From an optimization exercise on the open Yosys and OpenROAD flow, aimed at small area, a short achievable clock period and few clock cycles per item; shortcuts taken in it are not production practice. Only simulation tests tie the RTL to the original design; equivalence was not proved. Power and IR drop assume default switching activity.

File: config.mk
export PLATFORM = sky130hd
export DESIGN_NAME = stream_credit_flow_control
export DESIGN_NICKNAME = stream_credit_flow_control
export VERILOG_FILES = /design/flow/design.v
export SDC_FILE = /design/flow/constraint.sdc
export NUM_CORES = 4
export LEC_CHECK = 0
export CAP_MARGIN = 20
export CORE_MARGIN = 2
export CORE_UTILIZATION = 40
export SLEW_MARGIN = 20
File: constraint.sdc
create_clock -name core_clock -period 9.0 [get_ports {clk}]
set_input_delay 1.8000 -clock core_clock [delete_from_list [all_inputs] [get_ports {clk}]]
set_output_delay 1.8000 -clock core_clock [all_outputs]
set_load 0.01 [all_outputs]
File: design.v
package scfc_pkg;
  localparam logic [2:0] OP_WRITE      = 3'd0;
  localparam logic [2:0] OP_CONSUME    = 3'd1;
  localparam logic [2:0] OP_WIN_UPDATE = 3'd2;
  localparam logic [2:0] OP_SHUTDOWN   = 3'd3;
  localparam logic [2:0] OP_PEER_CLOSE = 3'd4;
  localparam logic [2:0] OP_RESET      = 3'd5;
  localparam logic [2:0] OP_CLOSE      = 3'd6;
  localparam logic [1:0] MODE_OPEN      = 2'd0;
  localparam logic [1:0] MODE_HC_LOCAL  = 2'd1;
  localparam logic [1:0] MODE_HC_REMOTE = 2'd2;
  localparam logic [1:0] MODE_CLOSED    = 2'd3;
  localparam logic [1:0] KIND_STATUS     = 2'd0;
  localparam logic [1:0] KIND_DATA       = 2'd1;
  localparam logic [1:0] KIND_WIN_UPDATE = 2'd2;
  localparam logic [1:0] KIND_CLOSE      = 2'd3;
  localparam logic [2:0] STAT_OK       = 3'd0;
  localparam logic [2:0] STAT_CLOSED   = 3'd1;
  localparam logic [2:0] STAT_WAIT     = 3'd2;
  localparam logic [2:0] STAT_BUSY     = 3'd3;
  localparam logic [2:0] STAT_ABORTED  = 3'd4;
  localparam logic [2:0] STAT_TOO_LONG = 3'd5;
  localparam logic [15:0] LIM_RST     = 16'd16384;    
  localparam logic [30:0] HALF_RST    = 31'd131072;   
  localparam logic [31:0] CREDIT_RST  = 32'd262144;
endpackage
module scfc_front
(
  input  logic        req_valid,
  input  logic [2:0]  req_type,
  input  logic [31:0] req_amount,
  output logic        keep,
  output logic        big
);
  assign keep = req_valid && (req_type != 3'd7);
  assign big  = |req_amount[31:16];
endmodule
module scfc_queue
(
  input  logic        clk,
  input  logic        rst,
  input  logic        keep,
  input  logic        big,
  input  logic [2:0]  req_type,
  input  logic [31:0] req_amount,
  input  logic        pop,
  output logic        req_ready,
  output logic        q_valid,
  output logic [2:0]  q_type,
  output logic        q_big,
  output logic [31:0] q_amount
);
  assign req_ready = !q_valid || pop;
  always_ff @(posedge clk) begin
    if (rst) begin
      q_valid <= 1'b0;
    end else if (req_ready) begin
      q_valid <= keep;
    end
  end
  always_ff @(posedge clk) begin
    if (req_ready) begin
      q_type   <= req_type;
      q_big    <= big;
      q_amount <= req_amount;
    end
  end
endmodule
module scfc_back
(
  input  logic        clk,
  input  logic        rst,
  input  logic        cfg_valid,
  output logic        cfg_ready,
  input  logic [1:0]  cfg_index,
  input  logic [31:0] cfg_data,
  output logic        rsp_valid,
  input  logic        rsp_ready,
  output logic [1:0]  rsp_frame_kind,
  output logic [31:0] rsp_frame_length,
  output logic [2:0]  rsp_status,
  output logic        rsp_last,
  output logic [1:0]  rsp_session_state,
  input  logic        q_valid,
  input  logic [2:0]  q_type,
  input  logic        q_big,
  input  logic [31:0] q_amount,
  output logic        pop
);
  logic [15:0] lim;
  logic [30:0] half;
  logic [1:0]  mode, mode_n;
  logic [31:0] credit, credit_n;
  logic [15:0] pend, pend_n;
  logic [31:0] unack, unack_n;
  logic        drn, drn_n;
  logic        ov;
  logic [1:0]  o_kind, kind_n;
  logic [31:0] o_len, len_n;
  logic [2:0]  o_stat, stat_n;
  logic        o_last, last_n;
  logic        word;
  logic adv;
  logic pnz, cnz;
  assign cfg_ready = 1'b1;
  assign adv       = !ov || rsp_ready;
  assign pop       = q_valid && !drn && adv;
  assign pnz       = |pend;
  assign cnz       = |credit;
  logic        sel_p, sel_c;
  logic [15:0] P;
  logic [31:0] C;
  assign sel_p = !drn && (q_type == scfc_pkg::OP_WRITE);
  assign sel_c = !drn && (q_type == scfc_pkg::OP_WIN_UPDATE);
  assign P = pend   | (sel_p ? q_amount[15:0] : 16'd0);
  assign C = credit | (sel_c ? q_amount : 32'd0);
  logic [16:0] d_pl, d_cp, d_cl;
  logic [15:0] d_pc, c_hi_dec;
  logic        c_hi, p_lt_l, c_lt;
  logic        data;
  logic [15:0] chunk, P2;
  logic [31:0] C2;
  assign d_pl     = {1'b0, P} - {1'b0, lim};
  assign d_cp     = {1'b0, C[15:0]} - {1'b0, P};
  assign d_cl     = {1'b0, C[15:0]} - {1'b0, lim};
  assign d_pc     = P - C[15:0];
  assign c_hi     = |C[31:16];
  assign c_hi_dec = C[31:16] - 16'd1;
  assign p_lt_l   = d_pl[16];
  assign c_lt     = !c_hi && d_cp[16] && d_cl[16];
  assign data     = (|P) && (|C);
  always_comb begin
    if (c_lt) begin
      chunk = C[15:0];
      P2    = d_pc;
      C2    = 32'd0;
    end else if (p_lt_l) begin
      chunk = P;
      P2    = 16'd0;
      C2    = {d_cp[16] ? c_hi_dec : C[31:16], d_cp[15:0]};
    end else begin
      chunk = lim;
      P2    = d_pl[15:0];
      C2    = {d_cl[16] ? c_hi_dec : C[31:16], d_cl[15:0]};
    end
  end
  logic [32:0] s_u;
  logic [31:0] s_u_sat;
  logic [33:0] cx, cy, cz, cs, cc, ct;
  logic        ge;
  assign s_u     = {1'b0, unack} + {1'b0, q_amount};
  assign s_u_sat = s_u[32] ? 32'hFFFF_FFFF : s_u[31:0];
  assign cx      = {2'b00, unack};
  assign cy      = {2'b00, q_amount};
  assign cz      = {3'b111, ~half};
  assign cs      = cx ^ cy ^ cz;
  assign cc      = {(cx[32:0] & cy[32:0]) | (cx[32:0] & cz[32:0]) | (cy[32:0] & cz[32:0]), 1'b1};
  assign ct      = cs + cc;
  assign ge      = !ct[33];
  logic [32:0] s_c;
  logic [31:0] s_c_sat;
  assign s_c     = {1'b0, credit} + {1'b0, q_amount};
  assign s_c_sat = s_c[32] ? 32'hFFFF_FFFF : s_c[31:0];
  always_comb begin
    mode_n   = mode;
    credit_n = credit;
    pend_n   = pend;
    unack_n  = unack;
    drn_n    = drn;
    word     = 1'b0;
    kind_n   = scfc_pkg::KIND_STATUS;
    len_n    = 32'd0;
    stat_n   = scfc_pkg::STAT_OK;
    last_n   = 1'b1;
    if (drn) begin
      word     = 1'b1;
      pend_n   = P2;
      credit_n = C2;
      if (data) begin
        kind_n = scfc_pkg::KIND_DATA;
        len_n  = {16'd0, chunk};
        last_n = 1'b0;
      end else begin
        stat_n = pnz ? scfc_pkg::STAT_WAIT : scfc_pkg::STAT_OK;
        drn_n  = 1'b0;
      end
    end else if (q_valid) begin
      word = 1'b1;
      case (q_type)
        scfc_pkg::OP_WRITE: begin
          if (mode[0]) begin
            stat_n = scfc_pkg::STAT_CLOSED;
          end else if (pnz) begin
            stat_n = scfc_pkg::STAT_BUSY;
          end else if (q_big) begin
            stat_n = scfc_pkg::STAT_TOO_LONG;
          end else begin
            pend_n   = P2;
            credit_n = C2;
            if (data) begin
              kind_n = scfc_pkg::KIND_DATA;
              len_n  = {16'd0, chunk};
              last_n = 1'b0;
              drn_n  = 1'b1;
            end else begin
              stat_n = (|P) ? scfc_pkg::STAT_WAIT : scfc_pkg::STAT_OK;
            end
          end
        end
        scfc_pkg::OP_CONSUME: begin
          if (ge) begin
            kind_n  = scfc_pkg::KIND_WIN_UPDATE;
            len_n   = s_u_sat;
            unack_n = 32'd0;
          end else begin
            unack_n = s_u[31:0];
          end
        end
        scfc_pkg::OP_WIN_UPDATE: begin
          if (pnz && !cnz) begin
            pend_n   = P2;
            credit_n = C2;
            if (data) begin
              kind_n = scfc_pkg::KIND_DATA;
              len_n  = {16'd0, chunk};
              last_n = 1'b0;
              drn_n  = 1'b1;
            end else begin
              stat_n = scfc_pkg::STAT_WAIT;
            end
          end else begin
            credit_n = s_c_sat;
            if (pnz) begin
              word  = 1'b0;
              drn_n = 1'b1;
            end
          end
        end
        scfc_pkg::OP_SHUTDOWN: begin
          if (mode == scfc_pkg::MODE_OPEN) begin
            mode_n = scfc_pkg::MODE_HC_LOCAL;
            kind_n = scfc_pkg::KIND_CLOSE;
          end else if (mode == scfc_pkg::MODE_HC_REMOTE) begin
            mode_n = scfc_pkg::MODE_CLOSED;
            kind_n = scfc_pkg::KIND_CLOSE;
          end else begin
            stat_n = scfc_pkg::STAT_CLOSED;
          end
        end
        scfc_pkg::OP_PEER_CLOSE: begin
          if (mode == scfc_pkg::MODE_HC_LOCAL) begin
            mode_n = scfc_pkg::MODE_CLOSED;
          end else if (mode == scfc_pkg::MODE_OPEN) begin
            mode_n = scfc_pkg::MODE_HC_REMOTE;
          end
        end
        scfc_pkg::OP_RESET: begin
          pend_n = 16'd0;
          mode_n = scfc_pkg::MODE_CLOSED;
          stat_n = pnz ? scfc_pkg::STAT_ABORTED : scfc_pkg::STAT_OK;
        end
        scfc_pkg::OP_CLOSE: begin
          pend_n = 16'd0;
          mode_n = scfc_pkg::MODE_CLOSED;
          stat_n = pnz ? scfc_pkg::STAT_ABORTED : scfc_pkg::STAT_OK;
          if (mode != scfc_pkg::MODE_CLOSED) begin
            kind_n = scfc_pkg::KIND_CLOSE;
          end
        end
        default: begin
          word = 1'b0;
        end
      endcase
    end
  end
  always_ff @(posedge clk) begin
    if (rst) begin
      mode  <= scfc_pkg::MODE_OPEN;
      pend  <= 16'd0;
      unack <= 32'd0;
      drn   <= 1'b0;
      ov    <= 1'b0;
    end else if (adv) begin
      mode  <= mode_n;
      pend  <= pend_n;
      unack <= unack_n;
      drn   <= drn_n;
      ov    <= word;
    end
  end
  always_ff @(posedge clk) begin
    if (adv) begin
      o_kind <= kind_n;
      o_len  <= len_n;
      o_stat <= stat_n;
      o_last <= last_n;
    end
  end
  always_ff @(posedge clk) begin
    if (rst) begin
      lim    <= scfc_pkg::LIM_RST;
      half   <= scfc_pkg::HALF_RST;
      credit <= scfc_pkg::CREDIT_RST;
    end else begin
      if (cfg_valid && cfg_index == 2'd0) begin
        lim <= (cfg_data[15:11] == 5'd0) ? 16'd2048 : cfg_data[15:0];
      end
      if (cfg_valid && cfg_index == 2'd1) begin
        half <= cfg_data[31:1];
      end
      if (cfg_valid && cfg_index == 2'd2) begin
        credit <= cfg_data;
      end else if (adv) begin
        credit <= credit_n;
      end
    end
  end
  assign rsp_valid         = ov;
  assign rsp_frame_kind    = o_kind;
  assign rsp_frame_length  = o_len;
  assign rsp_status        = o_stat;
  assign rsp_last          = o_last;
  assign rsp_session_state = mode;
endmodule
module stream_credit_flow_control
(
  input  logic        clk,
  input  logic        rst,
  input  logic        req_valid,
  output logic        req_ready,
  input  logic [2:0]  req_type,
  input  logic [31:0] req_amount,
  output logic        rsp_valid,
  input  logic        rsp_ready,
  output logic [1:0]  rsp_frame_kind,
  output logic [31:0] rsp_frame_length,
  output logic [2:0]  rsp_status,
  output logic        rsp_last,
  output logic [1:0]  rsp_session_state,
  input  logic        cfg_valid,
  output logic        cfg_ready,
  input  logic [1:0]  cfg_index,
  input  logic [31:0] cfg_data
);
  logic        keep, big, pop;
  logic        q_valid, q_big;
  logic [2:0]  q_type;
  logic [31:0] q_amount;
  scfc_front u_front (
    .req_valid  (req_valid),
    .req_type   (req_type),
    .req_amount (req_amount),
    .keep       (keep),
    .big        (big)
  );
  scfc_queue u_queue (
    .clk        (clk),
    .rst        (rst),
    .keep       (keep),
    .big        (big),
    .req_type   (req_type),
    .req_amount (req_amount),
    .pop        (pop),
    .req_ready  (req_ready),
    .q_valid    (q_valid),
    .q_type     (q_type),
    .q_big      (q_big),
    .q_amount   (q_amount)
  );
  scfc_back u_back (
    .clk               (clk),
    .rst               (rst),
    .cfg_valid         (cfg_valid),
    .cfg_ready         (cfg_ready),
    .cfg_index         (cfg_index),
    .cfg_data          (cfg_data),
    .rsp_valid         (rsp_valid),
    .rsp_ready         (rsp_ready),
    .rsp_frame_kind    (rsp_frame_kind),
    .rsp_frame_length  (rsp_frame_length),
    .rsp_status        (rsp_status),
    .rsp_last          (rsp_last),
    .rsp_session_state (rsp_session_state),
    .q_valid           (q_valid),
    .q_type            (q_type),
    .q_big             (q_big),
    .q_amount          (q_amount),
    .pop               (pop)
  );
endmodule
File: run.sh
#!/bin/bash
# synth_recipe.tcl (not shown) runs the flow's synth.tcl, then flattens the netlist and writes it again
# the make line also repeats each setting of config.mk as NAME=value (left out here)
make -C /OpenROAD-flow-scripts/flow DESIGN_CONFIG=/design/flow/config.mk WORK_HOME=/design/flow/orfs CLKGATE_MAP_FILE= SYNTH_SCRIPT=/design/flow/synth_recipe.tcl finish
==> impl_metrics.tcl, run 1 <==
set metrics [dict create \
    synth_cell_types 86 \
    ios 117 \
    drive_gt1_frac 0.0460 \
    synthTopCellsByArea "dfxtp_1 15%, edfxtp_1 13%, ha_1 11%, a21oi_1 7.4%, inv_1 4.4%" \
    wl_per_cell_um 22.1 \
    synth-edff-count 74 \
    clk_path_buf_depth 3 \
    critPathMaxFanout 63 \
    synth_most_common_cell "a21oi_1" \
    hold_violations 0 \
    critPathCaptureType "flop" \
    grt_pass1_vias 16100 \
    hold_path.class "reg2reg" \
    yosys-top-cells-count "258 x a21oi_1, 204 x inv_1, 190 x nand2_1" \
    yosys_warnings 2 \
    timing.final.crit_share 0.614 \
    start_kind "flop" \
    fp.dieW_um 213 \
    yosysTopAreaCell "dfxtp_1" \
    tightest_slew_ns 1.09 \
    power_density_nw_per_um2 150 \
    critPathMaxStageDelay_ns 0.77 \
    p_leak_nw 8.61 \
    cp_cell_sequence "nor4b_4, buf_4, a21oi_1, inv_1, fa_1, a211oi_1, o21a_1, o31a_1, o211ai_1, a21bo_1, or3_2, buf_4, o211ai_1, o21ai_0, a21o_1" \
    ys_ff_latch 206 \
    cp_num_buf_inv 3 \
    ir_drop_v 0.000146 \
    die-area_sq_um 45600 \
    required_ns 9.33 \
    cts.reportedPaths.clkPinSlew_ns 0.06 \
    fp.dieH_um 213 \
    drv_slew 0 \
    synth_flop_cell "dfxtp_1" \
    routed_wl_mm 63.2 \
    ctsHoldBuffers 0 \
    finalSetupViolCount 0 \
    antenna_found_initial 0 \
    gp_congestion 0.977 \
    skew_ns 0.0458 \
    area_delta_synth_final_pct 14.5 \
    place_hpwl_mm 48.8 \
    async_flop_share 0 \
    antenna_left 0 \
    viasPerCell 5.96 \
    synthCells 2199 \
    cts_root_buffer "clkbuf_16" \
    antenna_cells 0 \
    drtIter0Drc 1652 \
    place_area_sq_um 19200 \
    design.core.area_sq_um 43200 \
    syn_area_sq_um 17600 \
    grt_pass1_wl_mm 95.9 \
    rsz0062_at_grt "no" \
    grt_usage 0.274 \
    multi_input_area_sq_um 11500 \
    drt_pre_antenna_iters 6 \
    post-route-cell-area_sq_um 20100 \
    drv_cap 0 \
    relSlewSlack 0.267 \
    cts.sinks 206 \
    tns_ns 0 \
    cts_setup_buffers 0 \
    htreeDepth 1 \
    via_count 17100 \
    syn_nets 2470 \
    grt_max_degree 83 \
    slowest_stage "edfxtp_1" \
    cts_buffers 27 \
    drc_errors 0 \
    period_minus_slack_ns 5.53 \
    path_class "reg2reg" \
    cp.arrival_ns 5.86 \
    final_nets 2534 \
    yosysSeqAreaShare 0.277 \
    grt_remaining_overflow 0 \
    fin_total_pwr_mw 3.02 \
    portBuffers 115 \
    avgSynthCellArea_sq_um 7.98 \
    start_util 0.407 \
    cts_tree "built" \
    clock.fmax_mhz 181 \
    fill_cells 4339 \
    synth_top_area_share 0.151 \
    crit_family "compound AO/OA/AOI/OAI gates" \
    fp-row-count 76 \
    outcome "timing/DRC/antenna clean" \
    post_cts_resize_count 0 \
    final-seq-area_sq_um 4860 \
    clock_latency_ns 0.59 \
]
worst paths after layout:
check	start	endpoint	slack, ns	depth (start not counted)
min reg2reg	u_back.half[22]$_SDFFE_PP0P_	u_back.half[22]$_SDFFE_PP0P_	0.47	2
max reg2reg	u_queue.q_type[2]$_DFFE_PP_	u_back.o_len[4]$_DFFE_PN_	3.47	15
min	u_back.half[22]$_SDFFE_PP0P_	u_back.half[22]$_SDFFE_PP0P_	0.47	2
max	u_queue.q_type[2]$_DFFE_PP_	u_back.o_len[4]$_DFFE_PN_	3.47	15
worst register-to-register path, cell delays in order (launching register included):
cell and delay (ns):
edfxtp_1 0.77, nor4b_4 0.08, buf_4 0.31, a21oi_1 0.58, inv_1 0.22, fa_1 0.52
a211oi_1 0.33, o21a_1 0.23, o31a_1 0.28, o211ai_1 0.23, a21bo_1 0.26, or3_2 0.56
buf_4 0.39, o211ai_1 0.19, o21ai_0 0.14, a21o_1 0.21
cells in the final DEF (no fill, tap or decap), types with 8 or more instances in the layout:
master	n
a211oi_1	22
a21o_1	71
a21oi_1	258
a22oi_1	40
a31oi_1	23
and3_1	19
buf_4	28
clkbuf_16	27
clkdlybuf4s50_1	114
dfxtp_1	132
edfxtp_1	74
fa_1	37
ha_1	160
inv_1	204
mux2i_1	10
nand2_1	190
nand2b_1	20
nand3_1	44
nand3b_1	8
nand4_1	26
nor2_1	178
nor2b_1	22
nor3_1	35
nor4_1	30
o211ai_1	45
o21a_1	37
o21ai_0	112
o21ai_1	17
o21bai_1	19
o22ai_1	14
o31a_1	8
or3_1	12
xnor2_1	66
xor2_1	38
power breakdown:
group | switching [mW] | total (mW) | internal [mW] | leakage (nW)
Sequential | 0.0582 | 1.06 | 0.998 | 1.90
Combinational | 0.515 | 0.868 | 0.353 | 6.30
Clock | 0.454 | 1.10 | 0.642 | 0.416
routing by layer:
metal	up-vias	GRT usage	share of wire
met5	-	0	0
met4	0	0.108	0.040
met3	146	0.0510	0.090
met2	726	0.407	0.42
met1	8167	0.392	0.45
li1	8043	-	-
cell type report:
type	count	area share
timing repair buffer	142	0.0673
clock inverter	17	0.00859
tap	585	0.0364
clock buffer	32	0.0351
multi-input combinational	1682	0.572
sequential	206	0.242
inverter	204	0.0381
registers in the layout (all words and copies together) (netlist names):
name and cells:
u_back.o_stat 3, u_back.drn 1, u_back.lim 16, u_back.credit 32, u_queue.q_amount 32, u_back.ov 1, u_queue.q_type 3, u_back.half 31
u_back.o_last 1, u_queue.q_valid 1, u_back.o_len 32, u_back.pend 16, u_back.mode 2, u_back.o_kind 2, u_queue.q_big 1, u_back.unack 32
cell families (layout without fill, tap and decap cells):
kind of cell / Yosys count / count (layout) / share of synthesized area
other: 1 / 1 / 0.000214
multiplexers: 11 / 11 / 0.00634
XOR/XNOR: 104 / 104 / 0.0519
flip-flops: 206 / 206 / 0.277
AO/OA/AOI/OAI: 751 / 751 / 0.272
AND/OR/NAND/NOR: 618 / 618 / 0.167
adder cells (fa/ha/maj): 197 / 197 / 0.156
buffers and inverters: 311 / 395 / 0.0693
per-stage QoR:
step	hold WS [ns]	cells	worst slack (ns)	utilization
final	0.472	2868	3.47	0.465
after global routing	0.488	2868	3.09	0.465
after CTS	0.469	2868	3.52	0.465
after detailed placement	0.461	2819	3.51	0.445
after global placement	0.456	2819	3.59	0.445
after floorplan	0.445	2199	2.50	-
Testbench counts, summed over its fixed seeds: cycles 7,795, items 3,200.
==> run 2, diff against run 1 <==
--- a/design.v
+++ b/design.v
@@ -24,6 +24,39 @@
   localparam logic [30:0] HALF_RST    = 31'd131072;   
   localparam logic [31:0] CREDIT_RST  = 32'd262144;
 endpackage
+module scfc_add #(parameter int W = 16)
+(
+  input  logic [W-1:0] a,
+  input  logic [W-1:0] b,
+  input  logic         ci,
+  output logic [W-1:0] s,
+  output logic         co
+);
+  logic [W-1:0] p, g, pp, gg;
+  always_comb begin
+    p  = a ^ b;
+    g  = a & b;
+    pp = p;
+    gg = g;
+    gg[0] = g[0] | (p[0] & ci);
+    for (int l = 0; (1 << l) < W; l++) begin
+      for (int j = (2 << l) - 1; j < W; j += (2 << l)) begin
+        gg[j] = gg[j] | (pp[j] & gg[j - (1 << l)]);
+        pp[j] = pp[j] & pp[j - (1 << l)];
+      end
+    end
+    for (int l = 4; l >= 0; l--) begin
+      if ((2 << l) < W) begin
+        for (int j = 3 * (1 << l) - 1; j < W; j += (2 << l)) begin
+          gg[j] = gg[j] | (pp[j] & gg[j - (1 << l)]);
+          pp[j] = pp[j] & pp[j - (1 << l)];
+        end
+      end
+    end
+    s  = p ^ {gg[W-2:0], ci};
+    co = gg[W-1];
+  end
+endmodule
 module scfc_front
 (
   input  logic        req_valid,
@@ -94,6 +127,7 @@
   logic [15:0] pend, pend_n;
   logic [31:0] unack, unack_n;
   logic        drn, drn_n;
+  logic        fx, fx_n;
   logic        ov;
   logic [1:0]  o_kind, kind_n;
   logic [31:0] o_len, len_n;
@@ -114,59 +148,63 @@
   assign sel_c = !drn && (q_type == scfc_pkg::OP_WIN_UPDATE);
   assign P = pend   | (sel_p ? q_amount[15:0] : 16'd0);
   assign C = credit | (sel_c ? q_amount : 32'd0);
-  logic [16:0] d_pl, d_cp, d_cl;
-  logic [15:0] d_pc, c_hi_dec;
+  logic [15:0] X, d_px, d_cp, d_cl, c_hi_dec;
+  logic        ge_px, ge_cp, ge_cl;
   logic        c_hi, p_lt_l, c_lt;
   logic        data;
   logic [15:0] chunk, P2;
   logic [31:0] C2;
-  assign d_pl     = {1'b0, P} - {1'b0, lim};
-  assign d_cp     = {1'b0, C[15:0]} - {1'b0, P};
-  assign d_cl     = {1'b0, C[15:0]} - {1'b0, lim};
-  assign d_pc     = P - C[15:0];
-  assign c_hi     = |C[31:16];
-  assign c_hi_dec = C[31:16] - 16'd1;
-  assign p_lt_l   = d_pl[16];
-  assign c_lt     = !c_hi && d_cp[16] && d_cl[16];
-  assign data     = (|P) && (|C);
+  assign X = fx ? o_len[15:0] : lim;
+  scfc_add #(16) u_px (.a(P),        .b(~X),    .ci(1'b1), .s(d_px),     .co(ge_px));
+  scfc_add #(16) u_cp (.a(C[15:0]),  .b(~P),    .ci(1'b1), .s(d_cp),     .co(ge_cp));
+  scfc_add #(16) u_cl (.a(C[15:0]),  .b(~lim),  .ci(1'b1), .s(d_cl),     .co(ge_cl));
+  scfc_add #(16) u_cd (.a(C[31:16]), .b(16'hFFFF), .ci(1'b0), .s(c_hi_dec), .co());
+  assign c_hi   = |C[31:16];
+  assign p_lt_l = !ge_px;
+  assign c_lt   = !c_hi && !ge_cp && !ge_cl;
+  assign data   = (|P) && (|C);
   always_comb begin
     if (c_lt) begin
       chunk = C[15:0];
-      P2    = d_pc;
       C2    = 32'd0;
     end else if (p_lt_l) begin
       chunk = P;
-      P2    = 16'd0;
-      C2    = {d_cp[16] ? c_hi_dec : C[31:16], d_cp[15:0]};
+      C2    = {ge_cp ? C[31:16] : c_hi_dec, d_cp};
     end else begin
       chunk = lim;
-      P2    = d_pl[15:0];
-      C2    = {d_cl[16] ? c_hi_dec : C[31:16], d_cl[15:0]};
+      C2    = {ge_cl ? C[31:16] : c_hi_dec, d_cl};
+    end
+    if (fx) begin
+      P2 = d_px;
+    end else if (c_lt) begin
+      P2 = P;
+    end else if (p_lt_l) begin
+      P2 = 16'd0;
+    end else begin
+      P2 = d_px;
     end
   end
-  logic [32:0] s_u;
-  logic [31:0] s_u_sat;
+  logic [31:0] s_in, s_sum, s_sat;
+  logic        s_co;
+  assign s_in  = (q_type == scfc_pkg::OP_WIN_UPDATE) ? credit : unack;
+  scfc_add #(32) u_sum (.a(s_in), .b(q_amount), .ci(1'b0), .s(s_sum), .co(s_co));
+  assign s_sat = s_co ? 32'hFFFF_FFFF : s_sum;
   logic [33:0] cx, cy, cz, cs, cc, ct;
   logic        ge;
-  assign s_u     = {1'b0, unack} + {1'b0, q_amount};
-  assign s_u_sat = s_u[32] ? 32'hFFFF_FFFF : s_u[31:0];
-  assign cx      = {2'b00, unack};
-  assign cy      = {2'b00, q_amount};
-  assign cz      = {3'b111, ~half};
-  assign cs      = cx ^ cy ^ cz;
-  assign cc      = {(cx[32:0] & cy[32:0]) | (cx[32:0] & cz[32:0]) | (cy[32:0] & cz[32:0]), 1'b1};
-  assign ct      = cs + cc;
-  assign ge      = !ct[33];
-  logic [32:0] s_c;
-  logic [31:0] s_c_sat;
-  assign s_c     = {1'b0, credit} + {1'b0, q_amount};
-  assign s_c_sat = s_c[32] ? 32'hFFFF_FFFF : s_c[31:0];
+  assign cx = {2'b00, unack};
+  assign cy = {2'b00, q_amount};
+  assign cz = {3'b111, ~half};
+  assign cs = cx ^ cy ^ cz;
+  assign cc = {(cx[32:0] & cy[32:0]) | (cx[32:0] & cz[32:0]) | (cy[32:0] & cz[32:0]), 1'b1};
+  scfc_add #(34) u_ge (.a(cs), .b(cc), .ci(1'b0), .s(ct), .co());
+  assign ge = !ct[33];
   always_comb begin
     mode_n   = mode;
     credit_n = credit;
     pend_n   = pend;
     unack_n  = unack;
     drn_n    = drn;
+    fx_n     = 1'b0;
     word     = 1'b0;
     kind_n   = scfc_pkg::KIND_STATUS;
     len_n    = 32'd0;
@@ -180,6 +218,7 @@
         kind_n = scfc_pkg::KIND_DATA;
         len_n  = {16'd0, chunk};
         last_n = 1'b0;
+        fx_n   = c_lt;
       end else begin
         stat_n = pnz ? scfc_pkg::STAT_WAIT : scfc_pkg::STAT_OK;
         drn_n  = 1'b0;
@@ -202,6 +241,7 @@
               len_n  = {16'd0, chunk};
               last_n = 1'b0;
               drn_n  = 1'b1;
+              fx_n   = c_lt;
             end else begin
               stat_n = (|P) ? scfc_pkg::STAT_WAIT : scfc_pkg::STAT_OK;
             end
@@ -210,10 +250,10 @@
         scfc_pkg::OP_CONSUME: begin
           if (ge) begin
             kind_n  = scfc_pkg::KIND_WIN_UPDATE;
-            len_n   = s_u_sat;
+            len_n   = s_sat;
             unack_n = 32'd0;
           end else begin
-            unack_n = s_u[31:0];
+            unack_n = s_sum;
           end
         end
         scfc_pkg::OP_WIN_UPDATE: begin
@@ -225,11 +265,12 @@
               len_n  = {16'd0, chunk};
               last_n = 1'b0;
               drn_n  = 1'b1;
+              fx_n   = c_lt;
             end else begin
               stat_n = scfc_pkg::STAT_WAIT;
             end
           end else begin
-            credit_n = s_c_sat;
+            credit_n = s_sat;
             if (pnz) begin
               word  = 1'b0;
               drn_n = 1'b1;
@@ -279,12 +320,14 @@
       pend  <= 16'd0;
       unack <= 32'd0;
       drn   <= 1'b0;
+      fx    <= 1'b0;
       ov    <= 1'b0;
     end else if (adv) begin
       mode  <= mode_n;
       pend  <= pend_n;
       unack <= unack_n;
       drn   <= drn_n;
+      fx    <= fx_n;
       ov    <= word;
     end
   end
--- a/config.mk
+++ b/config.mk
@@ -8,4 +8,5 @@
 export CAP_MARGIN = 20
 export CORE_MARGIN = 2
 export CORE_UTILIZATION = 40
+export SETUP_SLACK_MARGIN = 4.5
 export SLEW_MARGIN = 20
==> impl_metrics.tcl, run 2 <==
set metrics [dict create \
    outcome "timing/DRC/antenna clean" \
    synthCells 1816 \
    synth_top_area_share 0.175 \
    place_hpwl_mm 38.8 \
    htreeDepth 1 \
    power_density_nw_per_um2 165 \
    layout_setup_ws_ns 4.50 \
    synth_flop_cell "dfxtp_1" \
    avgSynthCellArea_sq_um 8.39 \
    via_count 14300 \
    syn_nets 2075 \
    antenna_found_initial 0 \
    area_delta_synth_final_pct 19.9 \
    critPathCaptureType "flop" \
    clock_latency_ns 0.57 \
    finalSetupViolCount 0 \
    skew_ns 0.0211 \
    p_leak_nw 7.88 \
    portBuffers 115 \
    tightest_slew_ns 1.07 \
    synthTopCellsByArea "dfxtp_1 17%, edfxtp_1 15%, ha_1 9.4%, fa_1 9.2%, a21oi_1 6.1%" \
    die-area_sq_um 39700 \
    ir_drop_v 0.000129 \
    cts_buffers 27 \
    yosysTopAreaCell "dfxtp_1" \
    final_nets 2191 \
    cts_tree "built" \
    layout_common_cells "220 x nand2_1, 202 x inv_1, 177 x a21oi_1" \
    clock.fmax_mhz 222 \
    synth-edff-count 74 \
    yosysSeqAreaShare 0.320 \
    fp.dieW_um 199 \
    antenna_left 0 \
    cts_root_buffer "clkbuf_16" \
    drtIter0Drc 1480 \
    fp-row-count 71 \
    drc_errors 0 \
    required_ns 9.44 \
    hold_path.class "reg2reg" \
    start_util 0.406 \
    clk_path_buf_depth 3 \
    hold_violations 0 \
    routed_wl_mm 53.6 \
    cts.reportedPaths.clkPinSlew_ns 0.05 \
    drt_pre_antenna_iters 5 \
    yosys-top-cells-count "220 x nand2_1, 204 x inv_1, 185 x a21oi_1" \
    synth_cell_types 73 \
    grt_pass1_vias 13500 \
    dp_slack_ns 3.62 \
    start_kind "flop" \
    critPathMaxFanout 8 \
    gp_congestion 0.974 \
    grt_max_degree 90 \
    syn_area_sq_um 15200 \
    postLayoutCoreUtil 0.486 \
    ys_ff_latch 207 \
    relSlewSlack 0.290 \
    antenna_cells 0 \
    cp.arrival_ns 4.93 \
    cts.sinks 207 \
    fp.dieH_um 199 \
    path_class "reg2reg" \
    timing.final.crit_share 0.500 \
    drv_slew 0 \
    hold_ws_ns 0.451 \
    layout_commonest_cell "nand2_1" \
    rsz0062_at_grt "yes" \
    reg2reg_setup_slack_ns 4.50 \
    async_flop_share 0 \
    drv_cap 0 \
    tns_ns 0 \
    drive_gt1_frac 0.0819 \
    ctsHoldBuffers 0 \
    yosys_warnings 5 \
    period_minus_slack_ns 4.50 \
    synth_most_common_cell "nand2_1" \
    grt_pass1_wl_mm 80.0 \
    grt_remaining_overflow 0 \
    design.core.area_sq_um 37600 \
    viasPerCell 5.79 \
    grt_usage 0.265 \
    wl_per_cell_um 21.7 \
    ios 117 \
    fin_total_pwr_mw 3.02 \
]
-- run 2: final timing paths --
kind | start | end | depth (start not counted)
max | u_queue.q_type[0]$_DFFE_PP_ | u_back.credit[31]$_SDFFE_PP0P_ | 20
min | u_back.unack[8]$_SDFFE_PP0P_ | u_back.unack[8]$_SDFFE_PP0P_ | 2
max reg2reg | u_queue.q_type[0]$_DFFE_PP_ | u_back.credit[31]$_SDFFE_PP0P_ | 20
min reg2reg | u_back.unack[8]$_SDFFE_PP0P_ | u_back.unack[8]$_SDFFE_PP0P_ | 2
-- run 2: report_power, final --
part | switching (mW) | internal (mW)
clock | 0.439 | 0.599
combinational | 0.531 | 0.371
sequential | 0.0637 | 1.02
-- run 2: area by class of cell --
class | instances | area, sq um
timing repair buffer | 182 | 1810
clock buffer | 38 | 778
fill | 3544 | 19300
clock inverter | 12 | 60.1
inverter | 205 | 769
tap | 511 | 639
sequential | 207 | 4890
multi-input combinational | 1309 | 9330
-- run 2: timing repair --
item                                    4_1_cts  5_1_grt
cloned                                        1        4
pin swaps                                     4       16
resized for setup                            27       39
endpoints found under the setup margin      100       82
buffers inserted                             20       18
-- run 2: metrics by stage --
step / std cells / cell area (sq um)
2_1_floorplan: 1816 / 15300
3_3_place_gp: 2371 / 16800
3_5_place_dp: 2371 / 16800
4_1_cts: 2442 / 17900
5_1_grt: 2464 / 18300
6_report: 2464 / 18300
-- run 2: kinds of logic after synthesis --
family                   after synthesis  synth area share
AND/OR/NAND/NOR                      547             0.169
other                                  1          0.000246
flip-flops                           207             0.320
AO/OA/AOI/OAI                        514             0.210
XOR/XNOR                              42            0.0241
multiplexers                          20            0.0134
adder cells (fa/ha/maj)              185             0.186
buffers and inverters                300            0.0770
-- run 2: layer usage --
layer	track usage	vias to the layer above	wire, um
li1	-	6576	-
met1	0.388	6931	24100
met2	0.398	653	23000
met3	0.0420	113	4680
met4	0.0824	0	1810
met5	0	-	0
-- run 2: critical path: stages (launching register included) --
cell and delay [ns]:
edfxtp_1 0.39, buf_6 0.16, nor3_4 0.24, clkbuf_16 0.21
nand2_1 0.07, o21ai_2 0.07, ha_2 0.17, inv_1 0.05
fa_2 0.33, nand3b_1 0.18, a21o_1 0.21, a21boi_2 0.23
o211a_1 0.29, nor2_1 0.07, o21a_1 0.22, o21bai_1 0.18
a21oi_2 0.09, fa_2 0.41, xnor2_4 0.15, or4_1 0.50
o311a_1 0.14
Testbench counts of run 2, summed over its fixed seeds: cycles 7,795, items 3,200.
==> run 3, diff against run 2 <==
--- a/config.mk
+++ b/config.mk
@@ -8,5 +8,4 @@
 export CAP_MARGIN = 20
 export CORE_MARGIN = 2
 export CORE_UTILIZATION = 40
-export SETUP_SLACK_MARGIN = 4.5
 export SLEW_MARGIN = 20
==> impl_metrics.tcl, run 3 <==
set metrics [dict create \
    cts.reportedPaths.clkPinSlew_ns 0.06 \
    relSlewSlack 0.225 \
    outcome "timing/DRC/antenna clean" \
    yosysTopAreaCell "dfxtp_1" \
    cp_num_buf_inv 2 \
    fp.dieW_um 199 \
    cts_tree "built" \
    cts_setup_buffers 0 \
    synth-edff-count 74 \
    place_hpwl_mm 40.7 \
    drive_gt1_frac 0.0462 \
    timing.final.crit_share 0.639 \
    critPathMaxFanout 64 \
    die-area_sq_um 39700 \
    async_flop_share 0 \
    ctsHoldBuffers 0 \
    cts_root_buffer "clkbuf_16" \
    drtIter0Drc 1377 \
    via_count 14000 \
    grt-busiest-layer "met1" \
    synthCells 1816 \
    drc_errors 0 \
    cts.sinks 207 \
    start_kind "flop" \
    post-route-cell-area_sq_um 17700 \
    critPathMaxStageDelay_ns 0.96 \
    use_met1 0.406 \
    start_util 0.406 \
    slowest_stage "nor4_4" \
    final-seq-area_sq_um 4880 \
    gp_congestion 0.914 \
    antenna_left 0 \
    routed_wl_mm 53.5 \
    period_minus_slack_ns 5.75 \
    place_area_sq_um 16800 \
    grt_pass1_vias 13300 \
    layout_setup_ws_ns 3.25 \
    fp-row-count 71 \
    yosysSeqAreaShare 0.320 \
    fin_total_pwr_mw 3.06 \
    cts_buffers 27 \
    cp.arrival_ns 6.15 \
    drv_cap 0 \
    grt_pass1_wl_mm 80.8 \
    rsz0062_at_grt "no" \
    path_class "reg2reg" \
    synth_flop_cell "dfxtp_1" \
    htreeDepth 1 \
    layout_common_cells "220 x nand2_1, 204 x inv_1, 185 x a21oi_1" \
    finalSetupViolCount 0 \
    syn_nets 2075 \
    tns_ns 0 \
    synthTopCellsByArea "dfxtp_1 17%, edfxtp_1 15%, ha_1 9.4%, fa_1 9.2%, a21oi_1 6.1%" \
    clock.fmax_mhz 174 \
    ir_drop_v 0.000142 \
    yosys_warnings 5 \
    grt_max_degree 88 \
    antenna_found_initial 0 \
    dp_slack_ns 3.38 \
    tightest_slew_ns 1.15 \
    multi_input_area_sq_um 9220 \
    skew_ns 0.0208 \
    drv_slew 0 \
    drt_pre_antenna_iters 5 \
    crit_family "compound AO/OA/AOI/OAI gates" \
    required_ns 9.40 \
    avgSynthCellArea_sq_um 8.39 \
    hold_path.class "reg2reg" \
    grt_usage 0.269 \
    synth_most_common_cell "nand2_1" \
    gr-usage-met2 0.395 \
    hold_violations 0 \
    final_nets 2143 \
    fp.dieH_um 199 \
    yosys-top-cells-count "220 x nand2_1, 204 x inv_1, 185 x a21oi_1" \
    p_leak_nw 7.57 \
    antenna_cells 0 \
    power_density_nw_per_um2 173 \
    fill_cells 3710 \
    gr-usage-met3 0.0402 \
    grt_remaining_overflow 0 \
    design.core.area_sq_um 37600 \
    layout_commonest_cell "nand2_1" \
    wl_per_cell_um 22.2 \
    clk_path_buf_depth 3 \
    clock_latency_ns 0.57 \
    synth_top_area_share 0.175 \
    post_cts_resize_count 0 \
    critPathCaptureType "flop" \
    portBuffers 115 \
    syn_area_sq_um 15200 \
    synth_cell_types 73 \
    cp_cell_sequence "nor4_4, a21o_1, inv_1, ha_1, fa_1, nand3b_1, a21oi_1, o21ai_1, o31a_1, o21a_2, buf_4, mux2i_2, o21ai_0, a31oi_1, o32ai_1" \
    ios 117 \
    viasPerCell 5.78 \
    area_delta_synth_final_pct 16.3 \
    ys_ff_latch 207 \
]
-- run 3: logic make-up (layout without fill, tap and decap cells) --
kind of cell | after synthesis | after routing | synth area share
AND/OR/NAND/NOR | 547 | 547 | 0.169
AO/OA/AOI/OAI | 514 | 514 | 0.210
buffers and inverters | 300 | 389 | 0.0770
flip-flops | 207 | 207 | 0.320
adder cells (fa/ha/maj) | 185 | 185 | 0.186
XOR/XNOR | 42 | 42 | 0.0241
multiplexers | 20 | 20 | 0.0134
other | 1 | 1 | 0.000246
-- run 3: per-layer routing --
metal  part of all wire  vias to the layer above
met1               0.46                     6714
met5                  0                        -
li1                   -                     6498
met3              0.085                      107
met2               0.42                      655
met4              0.030                        0
-- run 3: worst reg2reg max path, stage by stage, from the launching register on --
cell	delay [ns]
edfxtp_1	0.66
nor4_4	0.96
a21o_1	0.29
inv_1	0.08
ha_1	0.22
fa_1	0.42
nand3b_1	0.21
a21oi_1	0.21
o21ai_1	0.19
o31a_1	0.37
o21a_2	0.22
buf_4	0.31
mux2i_2	0.88
o21ai_0	0.20
a31oi_1	0.27
o32ai_1	0.11
-- run 3: power by group --
part / internal, mW / total [mW] / switching [mW]
sequential: 1.02 / 1.08 / 0.0686
combinational: 0.333 / 0.856 / 0.523
clock: 0.682 / 1.12 / 0.442
-- run 3: path summary, 6_finish.rpt --
check / startpoint / to / slack (ns) / depth (start not counted)
worst max-delay path: u_queue.q_type[2]$_DFFE_PP_ / u_back.credit[19]$_SDFFE_PP0P_ / 3.25 / 15
worst min register to register: u_back.unack[13]$_SDFFE_PP0P_ / u_back.unack[13]$_SDFFE_PP0P_ / 0.45 / 2
worst min-delay path: u_back.unack[13]$_SDFFE_PP0P_ / u_back.unack[13]$_SDFFE_PP0P_ / 0.45 / 2
worst max register to register: u_queue.q_type[2]$_DFFE_PP_ / u_back.credit[19]$_SDFFE_PP0P_ / 3.25 / 15
-- run 3: final cells by class --
cell class                 instances  share of cell area
multi-input combinational       1309               0.520
tap                              511              0.0361
inverter                         205              0.0434
clock inverter                    15             0.00847
clock buffer                      35              0.0433
timing repair buffer             134              0.0729
sequential                       207               0.276
-- run 3: stage by stage --
step,hold slack (ns),instances,util
6_report,0.450,2416,0.472
5_1_grt,0.465,2416,0.472
4_1_cts,0.451,2416,0.472
3_5_place_dp,0.443,2366,0.447
3_3_place_gp,0.438,2366,0.447
2_1_floorplan,0.432,1816,-
==> run 4, diff against run 3 <==
--- a/design.v
+++ b/design.v
@@ -63,10 +63,14 @@
   input  logic [2:0]  req_type,
   input  logic [31:0] req_amount,
   output logic        keep,
+  output logic        req_w,
+  output logic        req_wu,
   output logic        big
 );
   assign keep = req_valid && (req_type != 3'd7);
   assign big  = |req_amount[31:16];
+  assign req_w  = (req_type == 3'd0);
+  assign req_wu = (req_type == 3'd2);
 endmodule
 module scfc_queue
 (
@@ -75,11 +79,15 @@
   input  logic        keep,
   input  logic        big,
   input  logic [2:0]  req_type,
+  input  logic        req_w,
+  input  logic        req_wu,
   input  logic [31:0] req_amount,
   input  logic        pop,
   output logic        req_ready,
   output logic        q_valid,
   output logic [2:0]  q_type,
+  output logic        q_w,
+  output logic        q_wu,
   output logic        q_big,
   output logic [31:0] q_amount
 );
@@ -94,6 +102,8 @@
   always_ff @(posedge clk) begin
     if (req_ready) begin
       q_type   <= req_type;
+      q_w      <= req_w;
+      q_wu     <= req_wu;
       q_big    <= big;
       q_amount <= req_amount;
     end
@@ -116,6 +126,8 @@
   output logic [1:0]  rsp_session_state,
   input  logic        q_valid,
   input  logic [2:0]  q_type,
+  input  logic        q_w,
+  input  logic        q_wu,
   input  logic        q_big,
   input  logic [31:0] q_amount,
   output logic        pop
@@ -144,8 +156,8 @@
   logic        sel_p, sel_c;
   logic [15:0] P;
   logic [31:0] C;
-  assign sel_p = !drn && (q_type == scfc_pkg::OP_WRITE);
-  assign sel_c = !drn && (q_type == scfc_pkg::OP_WIN_UPDATE);
+  assign sel_p = !drn && q_w;
+  assign sel_c = !drn && q_wu;
   assign P = pend   | (sel_p ? q_amount[15:0] : 16'd0);
   assign C = credit | (sel_c ? q_amount : 32'd0);
   logic [15:0] X, d_px, d_cp, d_cl, c_hi_dec;
@@ -186,7 +198,7 @@
   end
   logic [31:0] s_in, s_sum, s_sat;
   logic        s_co;
-  assign s_in  = (q_type == scfc_pkg::OP_WIN_UPDATE) ? credit : unack;
+  assign s_in  = q_wu ? credit : unack;
   scfc_add #(32) u_sum (.a(s_in), .b(q_amount), .ci(1'b0), .s(s_sum), .co(s_co));
   assign s_sat = s_co ? 32'hFFFF_FFFF : s_sum;
   logic [33:0] cx, cy, cz, cs, cc, ct;
@@ -225,7 +237,7 @@
       end
     end else if (q_valid) begin
       word = 1'b1;
-      case (q_type)
+      unique case (q_type)
         scfc_pkg::OP_WRITE: begin
           if (mode[0]) begin
             stat_n = scfc_pkg::STAT_CLOSED;
@@ -388,12 +400,15 @@
   logic        keep, big, pop;
   logic        q_valid, q_big;
   logic [2:0]  q_type;
+  logic        req_w, req_wu, q_w, q_wu;
   logic [31:0] q_amount;
   scfc_front u_front (
     .req_valid  (req_valid),
     .req_type   (req_type),
     .req_amount (req_amount),
     .keep       (keep),
+    .req_w      (req_w),
+    .req_wu     (req_wu),
     .big        (big)
   );
   scfc_queue u_queue (
@@ -402,11 +417,15 @@
     .keep       (keep),
     .big        (big),
     .req_type   (req_type),
+    .req_w      (req_w),
+    .req_wu     (req_wu),
     .req_amount (req_amount),
     .pop        (pop),
     .req_ready  (req_ready),
     .q_valid    (q_valid),
     .q_type     (q_type),
+    .q_w        (q_w),
+    .q_wu       (q_wu),
     .q_big      (q_big),
     .q_amount   (q_amount)
   );
@@ -426,6 +445,8 @@
     .rsp_session_state (rsp_session_state),
     .q_valid           (q_valid),
     .q_type            (q_type),
+    .q_w               (q_w),
+    .q_wu              (q_wu),
     .q_big             (q_big),
     .q_amount          (q_amount),
     .pop               (pop)
--- a/config.mk
+++ b/config.mk
@@ -8,4 +8,7 @@
 export CAP_MARGIN = 20
 export CORE_MARGIN = 2
 export CORE_UTILIZATION = 40
+export CTS_BUF_LIST = sky130_fd_sc_hd__clkbuf_4 sky130_fd_sc_hd__clkbuf_8
+export SETUP_SLACK_MARGIN = 4.5
 export SLEW_MARGIN = 20
+export TNS_END_PERCENT = 5
==> impl_metrics.tcl, run 4 <==
set metrics [dict create \
    outcome "timing/DRC/antenna clean" \
    synth_top_area_share 0.173 \
    drtIter0Drc 1213 \
    ir_drop_v 0.000104 \
    design.core.area_sq_um 37800 \
    clk_path_buf_depth 3 \
    slowest_stage "edfxtp_1" \
    wl_per_cell_um 22.8 \
    portBuffers 115 \
    grt_remaining_overflow 0 \
    tightest_slew_ns 1.11 \
    synth_flop_cell "dfxtp_1" \
    syn_nets 2050 \
    ys_ff_latch 209 \
    via_count 14100 \
    final_nets 2158 \
    synthCells 1791 \
    drc_errors 0 \
    grt_max_degree 67 \
    drt_pre_antenna_iters 6 \
    swShare 0.348 \
    synth_cell_types 81 \
    async_flop_share 0 \
    fp.dieW_um 200 \
    routed_wl_mm 55.8 \
    p_leak_nw 7.95 \
    clkPwrFrac 0.341 \
    syn_area_sq_um 15400 \
    tns_ns 0 \
    path_class "reg2reg" \
    synthTopCellsByArea "dfxtp_1 17%, edfxtp_1 15%, ha_1 9.3%, fa_1 9.1%, a21oi_1 6.0%" \
    cp_num_buf_inv 2 \
    viasPerCell 5.78 \
    grt_pass1_wl_mm 83.1 \
    critPathMaxFanout 33 \
    antenna_left 0 \
    finalSetupViolCount 0 \
    yosysSeqAreaShare 0.320 \
    drv_cap 0 \
    cts.sinks 209 \
    reg2reg_setup_slack_ns 4.54 \
    gp_congestion 0.918 \
    power_density_nw_per_um2 166 \
    critPathCaptureType "flop" \
    clock_latency_ns 0.58 \
    rsz0062_at_grt "yes" \
    fp.dieH_um 200 \
    antenna_cells 0 \
    synth_most_common_cell "nand2_1" \
    area_delta_synth_final_pct 18.1 \
    required_ns 9.42 \
    cp_cell_sequence "buf_4, clkbuf_16, nand2_1, o21ai_0, ha_1, fa_1, a211oi_2, o21a_2, a2111o_1, a31oi_2, a21o_1, a21o_1, fa_1, xnor2_2, nand2_1, a41o_1, o311ai_0, a311oi_1" \
    fp-row-count 71 \
    switchingPower_mw 1.05 \
    period_minus_slack_ns 4.46 \
    ios 117 \
    avgSynthCellArea_sq_um 8.62 \
    comb_power_share 0.298 \
    hold_path.class "reg2reg" \
    hold_violations 0 \
    p_int_mw 1.97 \
    cp.arrival_ns 4.88 \
    grt_usage 0.270 \
    cts_root_buffer "clkbuf_8" \
    layout_commonest_cell "nand2_1" \
    yosys_warnings 5 \
    start_kind "flop" \
    cts_tree "built" \
    htreeDepth 2 \
    crit_family "compound AO/OA/AOI/OAI gates" \
    clock.fmax_mhz 224 \
    drive_gt1_frac 0.0983 \
    p_seq_frac 0.361 \
    antenna_found_initial 1 \
    timing.final.crit_share 0.496 \
    synth-edff-count 76 \
    start_util 0.408 \
    place_hpwl_mm 41.1 \
    layout_common_cells "207 x nand2_1, 197 x inv_1, 171 x a21oi_1" \
    critPathMaxStageDelay_ns 0.45 \
    drv_slew 0 \
    cts.reportedPaths.clkPinSlew_ns 0.06 \
    yosysTopAreaCell "dfxtp_1" \
    cts_buffers 42 \
    die-area_sq_um 40200 \
    grt_pass1_vias 13900 \
    hold_ws_ns 0.451 \
    yosys-top-cells-count "208 x nand2_1, 199 x inv_1, 185 x a21oi_1" \
    skew_ns 0.0274 \
    relSlewSlack 0.263 \
]
-- run 4: changes by cell type after synthesis, sizes merged, moves of 9 or more --
cell | before | now
or3 | 13 | 4
o21a | 14 | 25
mux2i | 17 | 34
nand2 | 220 | 209
o221ai | 5 | 16
a22o | 16 | 6
o21ai | 104 | 138
nand3 | 60 | 29
and3 | 14 | 24
nand2b | 10 | 19
nor2 | 122 | 93
o2bb2ai | 12 | 0
nand4 | 23 | 13
-- run 4: per-layer routing --
layer,vias to the layer above,GRT usage,part of all wire
met5,-,0,0
met4,0,0.132,0.052
met3,160,0.0330,0.056
met2,576,0.465,0.48
met1,6861,0.334,0.41
li1,6535,-,-
-- run 4: power groups by stage --
stage	clock network, mW	logic, mW	registers, mW
after global placement	0	0.850	1.11
final	1.03	0.903	1.09
after floorplan	0	0.587	1.08
after detailed placement	0	0.863	1.11
after CTS	1.05	0.876	1.09
after global routing	1.09	0.998	1.10
-- run 4: worst paths after layout --
kind         depth (start not counted)                          start                        endpoint
min                                  2  u_back.unack[11]$_SDFFE_PP0P_   u_back.unack[11]$_SDFFE_PP0P_
max reg2reg                         18         u_queue.q_wu$_DFFE_PP_  u_back.credit[31]$_SDFFE_PP0P_
min reg2reg                          2  u_back.unack[11]$_SDFFE_PP0P_   u_back.unack[11]$_SDFFE_PP0P_
max                                 18         u_queue.q_wu$_DFFE_PP_  u_back.credit[31]$_SDFFE_PP0P_
-- run 4: cell families after synthesis --
family,synth area share
compound gates,0.223
simple gates,0.150
buf+inv,0.0733
flops,0.320
fa+ha+maj,0.184
xor+xnor,0.0238
mux,0.0257
other cells,0.000243
-- run 4: what timing repair did --
action / in CTS / in global routing
pin swaps: 2 / 4
setup endpoints to repair: 65 / 83
setup buffers: 1 / 7
cloned: 1 / 3
hold buffers: 0 / 0
gates resized for setup: 14 / 30
-- run 4: stage by stage --
step / total power [mW] / std cells / setup WS (ns) / area (sq um) / utilization
after floorplan: 1.67 / 1791 / 4.42 / 15400 / -
after global placement: 1.96 / 2354 / 3.87 / 17100 / 0.451
after detailed placement: 1.97 / 2354 / 3.78 / 17100 / 0.451
after global routing: 3.18 / 2443 / 4.38 / 18200 / 0.482
after CTS: 3.02 / 2433 / 4.40 / 18000 / 0.475
final: 3.03 / 2443 / 4.54 / 18200 / 0.482
-- run 4: worst register-to-register path, cell delays in order (launching register included) --
cell and delay (ns):
edfxtp_1 0.45, buf_4 0.19, clkbuf_16 0.21, nand2_1 0.10, o21ai_0 0.09, ha_1 0.20
fa_1 0.45, a211oi_2 0.27, o21a_2 0.22, a2111o_1 0.25, a31oi_2 0.21, a21o_1 0.23
a21o_1 0.18, fa_1 0.42, xnor2_2 0.24, nand2_1 0.08, a41o_1 0.20, o311ai_0 0.14
a311oi_1 0.18
-- run 4: cell type report --
type / instances / area [sq um]
clock inverters: 5 / 30.0
fillers: 3708 / 19600
flip-flops and latches: 209 / 4950
clock buffers: 72 / 841
well taps: 511 / 639
inverters: 200 / 751
multi-input cells: 1296 / 9540
repair buffers: 150 / 1480
Testbench counts of run 4, summed over its fixed seeds: cycles 7,795, items 3,200.
==> run 5, diff against run 4 <==
--- a/config.mk
+++ b/config.mk
@@ -8,7 +8,5 @@
 export CAP_MARGIN = 20
 export CORE_MARGIN = 2
 export CORE_UTILIZATION = 40
-export CTS_BUF_LIST = sky130_fd_sc_hd__clkbuf_4 sky130_fd_sc_hd__clkbuf_8
 export SETUP_SLACK_MARGIN = 4.5
 export SLEW_MARGIN = 20
-export TNS_END_PERCENT = 5
==> impl_metrics.tcl, run 5 <==
set metrics [dict create \
    grt_usage 0.266 \
    antenna_cells 0 \
    yosysTopAreaCell "dfxtp_1" \
    outcome "timing/DRC/antenna clean" \
    synth-edff-count 76 \
    finalSetupViolCount 0 \
    path_class "in2out" \
    wl_per_cell_um 22.7 \
    cts.reportedPaths.clkPinSlew_ns 0.06 \
    cts.sinks 209 \
    ys_ff_latch 209 \
    syn_nets 2050 \
    layout_common_cells "207 x nand2_1, 195 x inv_1, 169 x a21oi_1" \
    period_minus_slack_ns 4.40 \
    yosys_warnings 5 \
    start_util 0.408 \
    clk_path_buf_depth 3 \
    clock_latency_ns 0.58 \
    area_delta_synth_final_pct 18.6 \
    drv_slew 0 \
    required_ns 7.20 \
    drtIter0Drc 1151 \
    routed_wl_mm 54.9 \
    fp.dieW_um 200 \
    hold_end "u_back.unack[29]$_SDFFE_PP0P_" \
    die-area_sq_um 40200 \
    viasPerCell 5.81 \
    portBuffers 115 \
    fp-row-count 71 \
    async_flop_share 0 \
    cts_root_buffer "clkbuf_16" \
    ctsHoldBuffers 0 \
    synthCells 1791 \
    place_hpwl_mm 40.5 \
    hold_violations 0 \
    ir_drop_v 0.000213 \
    drc_errors 0 \
    skew_ns 0.0332 \
    tns_ns 0 \
    drt_pre_antenna_iters 5 \
    tightest_slew_ns 1.03 \
    critPathCaptureType "output pin" \
    reg2reg_setup_slack_ns 4.65 \
    avgSynthCellArea_sq_um 8.62 \
    yosys-top-cells-count "208 x nand2_1, 199 x inv_1, 185 x a21oi_1" \
    drv_cap 0 \
    dp.cells 2352 \
    design.core.area_sq_um 37800 \
    synthTopCellsByArea "dfxtp_1 17%, edfxtp_1 15%, ha_1 9.3%, fa_1 9.1%, a21oi_1 6.0%" \
    clock.fmax_mhz 227 \
    antenna_found_initial 0 \
    timing.final.crit_share 0.489 \
    worstHoldPathCells 2 \
    antenna_left 0 \
    via_count 14000 \
    worst_hold_startpoint "u_back.unack[29]$_SDFFE_PP0P_" \
    fp.dieH_um 200 \
    cts_buffers 27 \
    layout_commonest_cell "nand2_1" \
    power_density_nw_per_um2 165 \
    reg2reg_from "u_queue.q_wu$_DFFE_PP_" \
    yosysSeqAreaShare 0.320 \
    syn_area_sq_um 15400 \
    synth_cell_types 81 \
    grt_remaining_overflow 0 \
    htreeDepth 1 \
    regToRegEndpoint "u_back.credit[31]$_SDFFE_PP0P_" \
    p_leak_nw 7.91 \
    final_nets 2146 \
    grt_pass1_wl_mm 82.3 \
    cp.arrival_ns 2.60 \
    relSlewSlack 0.313 \
    synth_most_common_cell "nand2_1" \
    gp_congestion 0.933 \
    critPathMaxFanout 3 \
    fin_cells 2419 \
    ios 117 \
    synth_top_area_share 0.173 \
    drive_gt1_frac 0.0875 \
    start_kind "primary input" \
    rsz0062_at_grt "no" \
    cts_tree "built" \
    grt_pass1_vias 13800 \
    grt_max_degree 67 \
    r2r_cells 17 \
    hold_path.class "reg2reg" \
    synth_flop_cell "dfxtp_1" \
]
==> run 5: cell count changes in the layout (fill, tap and decap cells not counted), moves of 4 or more <==
| cell | previous run | this run |
|---|---|---|
| clkbuf_4 | 24 | 0 |
| clkbuf_8 | 48 | 0 |
| a21oi_4 | 2 | 6 |
| clkbuf_16 | 3 | 28 |
| clkbuf_1 | 0 | 8 |
==> run 5: timing repair <==
action                     CTS  global route
pin swaps                    2             8
buffers inserted             2            13
setup endpoints to repair   65            87
gates cloned                 1             1
resized for setup           30            35
==> run 5: where the power goes <==
part / internal (mW) / switching [mW] / total (mW)
Clock: 0.581 / 0.451 / 1.03
Combinational: 0.371 / 0.532 / 0.903
Sequential: 1.03 / 0.0674 / 1.09
Total: 1.98 / 1.05 / 3.03
==> run 5: how the worst max path moves through the flow <==
stage,endpoint,cells past startpoint,slack (ns),from
6_report,req_ready,5,4.60,rsp_ready
2_1_floorplan,u_back.credit[14]$_SDFFE_PP0P_,20,4.54,u_queue.q_wu$_DFFE_PP_
3_5_place_dp,u_back.credit[20]$_SDFFE_PP0P_,9,3.88,rsp_ready
4_1_cts,u_back.credit[15]$_SDFFE_PP0P_,19,4.53,u_queue.q_wu$_DFFE_PP_
5_1_grt,u_back.credit[29]$_SDFFE_PP0P_,13,4.50,u_queue.q_wu$_DFFE_PP_
3_3_place_gp,req_ready,5,3.94,rsp_ready
==> run 5: cells by family (layout without fill, tap and decap cells) <==
group                    after synthesis  count (layout)  synth area share
AO/OA/AOI/OAI                        543             543             0.223
XOR/XNOR                              42              42            0.0238
adder cells (fa/ha/maj)              185             185             0.184
buffers and inverters                287             404            0.0733
flip-flops                           209             209             0.320
multiplexers                          39              39            0.0257
other                                  1               1          0.000243
AND/OR/NAND/NOR                      485             485             0.150
==> run 5: per-stage QoR <==
stage          power, mW  setup WS [ns]  hold WS, ns  cell area (sq um)  utilization
2_1_floorplan       1.67           4.54        0.425              15400            -
3_3_place_gp        1.95           3.94        0.435              17100        0.451
3_5_place_dp        1.96           3.88        0.442              17100        0.451
4_1_cts             3.01           4.53        0.457              18000        0.476
5_1_grt             3.18           4.50        0.474              18300        0.484
6_report            3.03           4.60        0.451              18300        0.484
==> run 5: layout make-up <==
class,instances,area (sq um)
fillers,3727,19500
multi-input cells,1295,9630
flip-flops and latches,209,4950
repair buffers,154,1520
inverters,200,751
clock buffers,35,706
well taps,511,639
clock inverters,15,111
==> run 5: metal layers <==
layer	track usage	share of wire
met5	0	0
met4	0.128	0.058
met3	0.0378	0.061
met2	0.460	0.48
met1	0.325	0.40
==> run 5: critical path, stage by stage <==
cell	delay [ns]
dlygate4sd2_1	0.19
nor2b_1	0.04
buf_4	0.16
o21ai_4	0.26
buf_6	0.15
==> run 6, diff against run 5 <==
--- a/config.mk
+++ b/config.mk
@@ -8,5 +8,7 @@
 export CAP_MARGIN = 20
 export CORE_MARGIN = 2
 export CORE_UTILIZATION = 40
+export CTS_CLUSTER_DIAMETER = 100
+export CTS_CLUSTER_SIZE = 40
 export SETUP_SLACK_MARGIN = 4.5
 export SLEW_MARGIN = 20
==> impl_metrics.tcl, run 6 <==
set metrics [dict create \
    outcome "timing/DRC/antenna clean" \
    design.core.area_sq_um 37800 \
    finalSetupViolCount 0 \
    hold_ws_ns 0.462 \
    required_ns 9.39 \
    syn_nets 2050 \
    critPathCaptureType "flop" \
    cts.sinks 209 \
    wl_met1_mm 21.6 \
    fp.dieW_um 200 \
    worstHoldPathCells 2 \
    fill_cells 3748 \
    viasPerCell 5.83 \
    wl_met3_mm 3.34 \
    synthTopCellsByArea "dfxtp_1 17%, edfxtp_1 15%, ha_1 9.3%, fa_1 9.1%, a21oi_1 6.0%" \
    skew_ns 0.0302 \
    wl_met2_mm 26.4 \
    drt_pre_antenna_iters 5 \
    synth_simple_gate_area_frac 0.150 \
    r2r_cells 18 \
    portBuffers 115 \
    path_class "reg2reg" \
    final-seq-area_sq_um 4950 \
    grt_pass1_wl_mm 81.4 \
    clock_latency_ns 0.52 \
    drc_errors 0 \
    start_util 0.408 \
    area_delta_synth_final_pct 16.1 \
    synth_most_common_cell "nand2_1" \
    synth-compound-area-share 0.223 \
    synthCells 1791 \
    grt_max_degree 67 \
    yosysTopAreaCell "dfxtp_1" \
    grt_pass1_vias 13600 \
    grt_remaining_overflow 0 \
    tns_ns 0 \
    ir_drop_v 0.0000886 \
    grt_usage 0.262 \
    clk_path_buf_depth 3 \
    synth-edff-count 76 \
    p_leak_nw 7.74 \
    dp.cells 2352 \
    multi_input_area_sq_um 9600 \
    fin_cells 2388 \
    htreeDepth 1 \
    relSlewSlack 0.285 \
    clock.fmax_mhz 227 \
    final_nets 2128 \
    place_hpwl_mm 40.5 \
    muxShareOfSynthArea 0.0257 \
    cts_tree "built" \
    routed_wl_mm 54.4 \
    critPathMaxFanout 18 \
    via_count 13900 \
    synth_cell_types 81 \
    synth_fa_ha_area_frac 0.184 \
    cts_root_buffer "clkbuf_16" \
    wl_per_cell_um 22.8 \
    hold_violations 0 \
    hold_path.class "reg2reg" \
    cp.arrival_ns 4.80 \
    timing.final.crit_share 0.490 \
    rsz0062_at_grt "yes" \
    die-area_sq_um 40200 \
    drv_cap 0 \
    drive_gt1_frac 0.0773 \
    start_kind "flop" \
    antenna_cells 0 \
    fp-row-count 71 \
    drv_slew 0 \
    power_density_nw_per_um2 153 \
    yosys-top-cells-count "208 x nand2_1, 199 x inv_1, 185 x a21oi_1" \
    yosysSeqAreaShare 0.320 \
    yosys_warnings 5 \
    fp.dieH_um 200 \
    period_minus_slack_ns 4.41 \
    place_area_sq_um 17100 \
    tightest_slew_ns 1.07 \
    cts_buffers 15 \
    synth_flop_cell "dfxtp_1" \
    cts.reportedPaths.clkPinSlew_ns 0.11 \
    ys_ff_latch 209 \
    syn_area_sq_um 15400 \
    synth-xor-area-share 0.0238 \
    highest_layer "met4" \
    synth_top_area_share 0.173 \
    layout_common_cells "207 x nand2_1, 196 x inv_1, 169 x a21oi_1" \
    drtIter0Drc 1202 \
    ctsHoldBuffers 0 \
    async_flop_share 0 \
    synth_top_family_by_area "compound AO/OA/AOI/OAI gates" \
    layout_commonest_cell "nand2_1" \
    gp_congestion 0.933 \
    ios 117 \
    antenna_left 0 \
    avgSynthCellArea_sq_um 8.62 \
    antenna_found_initial 1 \
    post-route-cell-area_sq_um 17900 \
]
run 6: cell counts after synthesis:
Identical to the previous run, type by type.
run 6: through the flow:
step / power [mW] / setup slack, ns / utilization
after floorplan: 1.67 / 4.54 / -
after global placement: 1.95 / 3.94 / 0.451
after detailed placement: 1.96 / 3.88 / 0.451
after CTS: 2.72 / 4.51 / 0.467
after global routing: 2.89 / 4.42 / 0.473
final: 2.74 / 4.59 / 0.473
run 6: path summary, 6_finish.rpt:
check                                              startpoint                        endpoint  slack (ns)
worst max-delay path                    u_queue.q_w$_DFFE_PP_  u_back.credit[15]$_SDFFE_PP0P_        4.59
worst min-delay path            u_back.unack[29]$_SDFFE_PP0P_   u_back.unack[29]$_SDFFE_PP0P_        0.46
worst max register to register          u_queue.q_w$_DFFE_PP_  u_back.credit[15]$_SDFFE_PP0P_        4.59
worst min register to register  u_back.unack[29]$_SDFFE_PP0P_   u_back.unack[29]$_SDFFE_PP0P_        0.46
run 6: cell families (layout without fill, tap and decap cells):
| group | after synthesis | count (layout) |
|---|---|---|
| flops | 209 | 209 |
| xor+xnor | 42 | 42 |
| buf+inv | 287 | 373 |
| compound gates | 543 | 543 |
| fa+ha+maj | 185 | 185 |
| mux | 39 | 39 |
| simple gates | 485 | 485 |
| other cells | 1 | 1 |
run 6: layer usage:
metal	global-route usage	up-vias
met5	0	-
met4	0.125	0
met3	0.0279	134
met2	0.456	538
met1	0.326	6800
li1	-	6460
run 6: final cells by class:
| class | instances | share of cell area |
|---|---|---|
| timing repair buffer | 148 | 0.0829 |
| tap | 511 | 0.0357 |
| multi-input combinational | 1295 | 0.536 |
| sequential | 209 | 0.276 |
| inverter | 200 | 0.0419 |
| clock inverter | 10 | 0.00643 |
| clock buffer | 15 | 0.0210 |
run 6: worst max-delay path, stage by stage (launching register included):
cell and delay, ns:
edfxtp_1 0.49, nor2b_1 0.18, buf_4 0.23, a21oi_2 0.37, ha_4 0.28, a21o_1 0.15
a21oi_1 0.18, o211ai_1 0.17, or2_2 0.33, a31o_2 0.27, a21o_1 0.19, a21oi_2 0.16
o21ai_0 0.13, fa_1 0.39, xor2_1 0.15, nand2_1 0.06, o21ai_0 0.11, a211oi_1 0.28
o21ai_0 0.14
run 6: power breakdown:
group	internal [mW]	leakage (nW)	total [mW]	switching, mW
Sequential	1.02	1.93	1.09	0.0663
Combinational	0.367	5.57	0.898	0.531
Clock	0.333	0.243	0.752	0.419
Total	1.72	7.74	2.74	1.02
run 6: what timing repair did:
action | CTS | global route
pin swaps | 2 | 6
gates cloned | 1 | 2
hold endpoints to repair | 0 | 0
resized for setup | 29 | 29
setup endpoints to repair | 65 | 86
buffers inserted | 2 | 6

[static timing again, ports no longer ideal]
No port has a modelled driver above. Below, the same layouts with a new extraction and two added sets of constraints. Step 1: set_driving_cell puts a clkbuf_16 on clk and a buf_2 on each other input, an assumption about the parent block. Step 2, shift: input delay + t, output delay - t, t = (earliest + latest rising clock arrival at the registers) / 2. This alone moves slack from input paths to output paths. Three values: ideal, step 1, step 2; two values: the first two.
| run | t, ns | slack for setup (ns) | worst register clock-pin slew, ns |
|---|---|---|---|
| run 1 | 0.619 | 3.474 / 3.474 / 3.474 | 0.07 / 0.07 |
| run 2 | 0.615 | 4.504 / 4.504 / 4.429 | 0.06 / 0.06 |
| run 3 | 0.611 | 3.252 / 3.252 / 3.252 | 0.07 / 0.07 |
| run 4 | 0.619 | 4.537 / 4.537 / 3.984 | 0.07 / 0.07 |
| run 5 | 0.619 | 4.596 / 4.569 / 4.025 | 0.07 / 0.07 |
| run 6 | 0.556 | 4.594 / 4.584 / 4.069 | 0.11 / 0.11 |
After both steps every run listed still meets setup and hold. The setup slack of run 5, which loses most, moves by -0.027 ns with the drivers and by -0.571 ns with both steps.
